What follows belongs to an exercise in optimizing a design on an open flow for small area, a short achievable clock period and few clock cycles per item; a production flow would make more cautious choices.
The RTL was checked by simulation tests, not by an equivalence proof against the original design.
The clock port is modelled as an ideal driver, which makes a skipped or thinned clock tree look cheaper than it is; a real chip needs a root buffer or a tree.
Power is estimated from default activity; no workload was simulated.

run 1:
==> flow/design.v (excerpt) <==
module lzss_top (
    input  logic        clk,
    input  logic        reset,
    input  logic        in_valid,
    input  logic [7:0]  in_data,
    input  logic        in_last,
    output logic        in_ready,
    output logic        out_valid,
    input  logic        out_ready,
    output logic        out_is_match,
    output logic [7:0]  out_field,
    output logic [1:0]  out_len_code,
    output logic [11:0] enc_num,
    output logic        finish
);
    lzss_pkg::codeword_t  out_codeword;
    lzss_encoder u_enc (
        .clk          (clk),
        .reset        (reset),
        .in_valid     (in_valid),
        .in_data      (in_data),
        .in_last      (in_last),
        .in_ready     (in_ready),
        .out_valid    (out_valid),
        .out_ready    (out_ready),
        .out_codeword (out_codeword),
        .enc_num      (enc_num),
        .finish       (finish)
    );
    assign out_is_match = out_codeword.is_match;
    assign out_field    = out_codeword.field;
    assign out_len_code = out_codeword.len_code;
endmodule
Size in the first run: roughly 10000 cells after synthesis, roughly 3500 flip-flops, about 39 I/O pins, about 150000 um2 of cells after synthesis.
==> flow/config.mk <==
export PLATFORM = sky130hd
export DESIGN_NAME = lzss_top
export DESIGN_NICKNAME = lzss_top
export VERILOG_FILES = /design/flow/design.v
export SDC_FILE = /design/flow/constraint.sdc
export NUM_CORES = 8
export LEC_CHECK = 0
export CAP_MARGIN = 20
export CORE_MARGIN = 2
export CORE_UTILIZATION = 40
export SETUP_SLACK_MARGIN = 4.4
export SLEW_MARGIN = 10
==> flow/constraint.sdc <==
create_clock -name core_clock -period 7.0 [get_ports {clk}]
set_input_delay 1.4000 -clock core_clock [delete_from_list [all_inputs] [get_ports {clk}]]
set_output_delay 1.4000 -clock core_clock [all_outputs]
set_load 0.01 [all_outputs]
standard.sh (not shown) runs the stock make flow with config.mk's settings and CLKGATE_MAP_FILE= SYNTH_SCRIPT=/design/flow/synth_recipe.tcl, a recipe that flattens the netlist after the stock synthesis.
==> flow/flow/run.sh <==
#!/bin/bash
# The standard layout, except in the cts step: flow/mycts.tcl, sourced there
# through ORFS's PRE_CTS_TCL hook, stands in for the clock_tree_synthesis
# command. It builds a three-level clock tree of clkbuf_16 over recursive
# bisection clusters of the flip-flops, and rebuilds the buffer tree of the
# history's advance enable the same way (flow/myfanout.tcl). Before that it
# moves each register that drives an output port next to the port's buffer
# (flow/pullout.tcl). The rest of the
# cts step (legalisation, timing repair) and all other steps are unchanged.
set -o pipefail
export PRE_CTS_TCL="$PWD/flow/mycts.tcl"
export MYCTS_LEAF=20
export MYCTS_MID=4
bash standard.sh finish > standard.log 2>&1
Other scripts of this flow, unchanged in this note and not shown: flow/flow/mycts.tcl, flow/flow/myfanout.tcl, flow/flow/pullout.tcl
Run 1: full flow OK, the timing, design-rule and antenna checks passed
Testbench counts of run 1, summed over its fixed seeds: cycles 8,778, bytes 8,594.
What run 2 does differently from run 1 at the input level:
Settings: SLEW_MARGIN changed from 10 to 20; CORE_UTILIZATION changed from 40 to 50; CAP_MARGIN changed from 20 to 40.
[summary]
Run 2 reports its critical path class as reg2reg while run 1 reports reg2out.
Number of filler cells placed in the layout sits lower in run 2 than in run 1.
Diff run 1 -> run 2: sequential share of layout area moved up, design internal power moved down, utilization grew by 10 points.
Run 2 vs run 1: total met2 wirelength after detailed routing down in run 2
Total power improves in run 2 relative to run 1.
Input changes introduced in run 3 (baseline for comparison: run 2):
Settings: CORE_UTILIZATION now 40, was 50.
Results
Comparing run 3 and run 2, the lower worst path setup slack after routing is on run 2. Clock skew ended up 0.0076 ns higher on run 3 than on run 2. In the tables for run 3 and run 2, maximum fanout along the worst path reads higher with run 2. Looking at share of total power in sequential cells, run 3 sits below run 2. Diff run 2 -> run 3: placement row count went up, via count of the first global-routing pass did not really move, portion of total power attributed to the clock network went down. Area overhead of the layout relative to synthesis, run 3 and run 2: higher on run 3.
No run of this note takes its clock network from TritonCTS; it comes from the design's own scripts or RTL.

v17:
lzss_top again, from the RTL that the note above started with.
Settings: LEC_CHECK=0, CAP_MARGIN=40, CORE_MARGIN=2, CORE_UTILIZATION=40, SETUP_SLACK_MARGIN=4.4, SLEW_MARGIN=20; clock period 7.0 ns.
==> flow/flow/run.sh <==
#!/bin/bash
# The standard layout, except in the cts step: flow/mycts.tcl, sourced there
# through ORFS's PRE_CTS_TCL hook, stands in for the clock_tree_synthesis
# command. It builds a three-level clock tree of clkbuf_16 over recursive
# bisection clusters of the flip-flops, and rebuilds the buffer tree of the
# history's advance enable the same way (flow/myfanout.tcl). Before that it
# moves each register that drives an output port next to the port's buffer
# (flow/pullout.tcl). The rest of the
# cts step (legalisation, timing repair) and all other steps are unchanged.
set -o pipefail
export PRE_CTS_TCL="$PWD/flow/mycts.tcl"
export MYCTS_LEAF=16
export MYCTS_MID=5
bash standard.sh finish > standard.log 2>&1
==> flow/flow/mycts.tcl <==
# Clock tree built here in place of TritonCTS: the sinks are split recursively
# (alternating on the longer side, by count) into leaf clusters of at most
# MYCTS_LEAF sinks; each leaf cluster gets a clkbuf_16 at its centroid, each
# group of leaves at split depth MYCTS_MID a middle clkbuf_16, and each of
# the 4 groups at split depth 2 a root clkbuf_16 driven by the clock port.
# The buffer tree of the history's advance enable is rebuilt the same way.
# Before that, each register driving an output port's buffer is moved next to
# the buffer (pullout.tcl); the cts step's legalisation then places it.

proc mycts_centroid {items} {
  set sx 0; set sy 0
  foreach it $items { set sx [expr {$sx + [lindex $it 1]}]; set sy [expr {$sy + [lindex $it 2]}] }
  set n [llength $items]
  return [list [expr {$sx / $n}] [expr {$sy / $n}]]
}

# items: {name x y ...}; k: leaves wanted; returns list of {path items}
proc mycts_split {items k path} {
  if {$k <= 1} { return [list [list $path $items]] }
  set xs {}; set ys {}
  foreach it $items { lappend xs [lindex $it 1]; lappend ys [lindex $it 2] }
  set xs [lsort -integer $xs]; set ys [lsort -integer $ys]
  set ax [expr {([lindex $xs end] - [lindex $xs 0]) >= ([lindex $ys end] - [lindex $ys 0]) ? 1 : 2}]
  set items [lsort -integer -index $ax $items]
  set k1 [expr {$k / 2}]
  set k2 [expr {$k - $k1}]
  set n [llength $items]
  set n1 [expr {int(round(double($n) * $k1 / $k))}]
  set a [lrange $items 0 [expr {$n1 - 1}]]
  set b [lrange $items $n1 end]
  return [concat [mycts_split $a $k1 ${path}0] [mycts_split $b $k2 ${path}1]]
}

proc mycts_build {} {
  set block [ord::get_db_block]
  set db [ord::get_db]
  set master [$db findMaster sky130_fd_sc_hd__clkbuf_16]
  set leafmax [expr {[info exists ::env(MYCTS_LEAF)] ? $::env(MYCTS_LEAF) : 24}]
  set middepth [expr {[info exists ::env(MYCTS_MID)] ? $::env(MYCTS_MID) : 4}]
  set src [lindex [get_property [lindex [all_clocks] 0] sources] 0]
  set clknet [[$block findBTerm [get_name $src]] getNet]
  set sinks {}
  foreach it [$clknet getITerms] {
    set inst [$it getInst]
    set bb [$inst getBBox]
    lappend sinks [list $it [expr {([$bb xMin] + [$bb xMax]) / 2}] [expr {([$bb yMin] + [$bb yMax]) / 2}]]
  }
  set n [llength $sinks]
  set k [expr {($n + $leafmax - 1) / $leafmax}]
  # whole groups below the root and middle levels
  set p 1
  while {$p < $k} { set p [expr {$p * 2}] }
  set leaves [mycts_split $sinks $k ""]
  puts "mycts: $n sinks, [llength $leaves] leaf clusters"
  set nb 0
  array set kids {}
  foreach leaf $leaves {
    lassign $leaf path items
    lassign [mycts_centroid $items] x y
    set b [odb::dbInst_create $block $master "clkbuf_leaf_$path"]
    $b setLocation $x $y
    $b setPlacementStatus PLACED
    set net [odb::dbNet_create $block "clknet_leaf_$path"]
    $net setSigType CLOCK
    [$b findITerm X] connect $net
    foreach it $items {
      set iterm [lindex $it 0]
      $iterm disconnect
      $iterm connect $net
    }
    incr nb
    set up [string range $path 0 [expr {$middepth - 1}]]
    lappend kids(m$up) [list $b $x $y]
  }
  foreach key [lsort [array names kids m*]] {
    set up [string range $key 1 end]
    lassign [mycts_centroid $kids($key)] x y
    set b [odb::dbInst_create $block $master "clkbuf_mid_$up"]
    $b setLocation $x $y
    $b setPlacementStatus PLACED
    set net [odb::dbNet_create $block "clknet_mid_$up"]
    $net setSigType CLOCK
    [$b findITerm X] connect $net
    foreach c $kids($key) { [[lindex $c 0] findITerm A] connect $net }
    incr nb
    lappend kids(r[string range $up 0 1]) [list $b $x $y]
  }
  foreach key [lsort [array names kids r*]] {
    set up [string range $key 1 end]
    lassign [mycts_centroid $kids($key)] x y
    set b [odb::dbInst_create $block $master "clkbuf_root_$up"]
    $b setLocation $x $y
    $b setPlacementStatus PLACED
    set net [odb::dbNet_create $block "clknet_root_$up"]
    $net setSigType CLOCK
    [$b findITerm X] connect $net
    foreach c $kids($key) { [[lindex $c 0] findITerm A] connect $net }
    [$b findITerm A] connect $clknet
    incr nb
  }
  $clknet setSigType CLOCK
  puts "mycts: inserted $nb clock buffers"
  set_propagated_clock [all_clocks]
}

if {[info commands clock_tree_synthesis] ne ""} {
  rename clock_tree_synthesis mycts_tritoncts
}
source [file join [file dirname [info script]] myfanout.tcl]
source [file join [file dirname [info script]] pullout.tcl]

proc clock_tree_synthesis {args} {
  # Registers that drive output ports sit next to their port buffers
  pull_out_regs
  mycts_build
  # The history's advance enable reaches every history and slot register
  set pin [lindex [get_pins -hierarchical {u_enc.u_history.hist*/DE}] 0]
  if {$pin ne ""} {
    set net [[ord::get_db_block] findNet [get_full_name [get_nets -of_objects $pin]]]
    mft_rebuild $net adv 24 8 4
  }
}
Other scripts of this flow, unchanged in this note and not shown: flow/flow/myfanout.tcl, flow/flow/pullout.tcl
v17 finished all stages; the layout is clean.
Testbench counts of v17, summed over its fixed seeds: cycles 8,778, bytes 8,594.
--- input diff v17..v37 ---
Settings: SETUP_SLACK_MARGIN now 4.5, was 4.4.
--- a/flow/flow/run.sh
+++ b/flow/flow/run.sh
@@ -11,4 +11,4 @@
 export PRE_CTS_TCL="$PWD/flow/mycts.tcl"
-export MYCTS_LEAF=16
-export MYCTS_MID=5
+export MYCTS_LEAF=20
+export MYCTS_MID=4
 bash standard.sh finish > standard.log 2>&1
Notes after the runs:
The sequential cell area on v17 is in line with that on v37.
Taking v17 as the reference, in v37 first-pass detailed-route iteration total now smaller; global-route track usage on met1 now larger.
Combinational power up about 4% in v37 wrt v17
~same mean number of vias per cell in v17 and v37
Looking at v17 and v37, the sequential share of layout area is a wash.
v37 has final clock period utilization by the worst path below what v17 had.
The utilization of v37 and that of v17 are within noise of each other.
NOTE: signed area change from the synthesized netlist to the final layout in v37 exceeds that of v17
--- input diff v37..v21 ---
Settings: putting TNS_END_PERCENT at 10 where nothing was set; swapping 4.5 for 4.4 in SETUP_SLACK_MARGIN.
--- outcome ---
Summary of v21 over v37: sequential cell area fraction in the yosys report held steady, final-layout fill cell count rose 0.65%, hold slack did not really move.
Status: number of I/O port buffers parity (v21, v37)
Going from v37 to v21, overall routed net length shrank slightly.
On v21: switching power total is 1.7% lower than what v37 gave.
On fmax, v37 tracks v21 almost exactly.
Relative to v37, v21 improves finished layout cell area.
Input changes introduced in v40 (baseline for comparison: v21):
Settings: SETUP_SLACK_MARGIN now 4.5, was 4.4; TNS_END_PERCENT no longer set, was 10; GPL_TIMING_DRIVEN now 0, previously not set.
## What came out
- Compared with v21, via count of the first global-routing pass in v40 increased by a few percent.
- Between v40 and v21, it is v40 whose logic depth of the worst path, buffers included is higher, by 7.
- Compared to v21, the routing of v40 uses more wire.
- Comparing v40 against v21, there is no change at all in share of synthesized area occupied by flip-flops and latches.
No run of this note takes its clock network from TritonCTS; it comes from the design's own scripts or RTL.

[static timing again, ports no longer ideal]
How much do the figures lean on ideal ports? The routed layouts below were timed once more, with nothing changed but the port constraints.
Step 1: set_driving_cell puts a clkbuf_16 on clk and a buf_2 on each other input, an assumption about the parent block.
Step 2, shift: input delay + t, output delay - t, t = (earliest + latest rising clock arrival at the registers) / 2. This alone moves slack from input paths to output paths.
Three values: ideal, step 1, step 2; two values: the first two.
run	shift t [ns]	setup slack, ns	hold WS [ns]	latest minus earliest clock arrival (ns)	pins driven straight from the clock port
run 1	0.861	4.291 / 4.078 / 3.803	0.423 / 0.423 / 0.423	0.066 / 0.066	4
run 2	0.858	4.254 / 4.098 / 3.863	0.424 / 0.424 / 0.424	0.045 / 0.044	4
run 3	0.850	4.304 / 4.095 / 3.858	0.422 / 0.422 / 0.422	0.049 / 0.048	4
v17	0.861	4.280 / 4.096 / 3.825	0.414 / 0.414 / 0.414	0.054 / 0.054	4
v37	0.854	4.310 / 4.098 / 3.916	0.424 / 0.424 / 0.424	0.046 / 0.046	4
v21	0.853	4.307 / 4.096 / 3.855	0.422 / 0.422 / 0.422	0.047 / 0.047	4
v40	0.895	4.248 / 4.061 / 3.825	0.425 / 0.425 / 0.425	0.056 / 0.055	4
After both steps setup and hold are still met in every run listed. The setup slack of run 1, which loses most, moves by -0.213 ns with the drivers and by -0.488 ns with both steps.
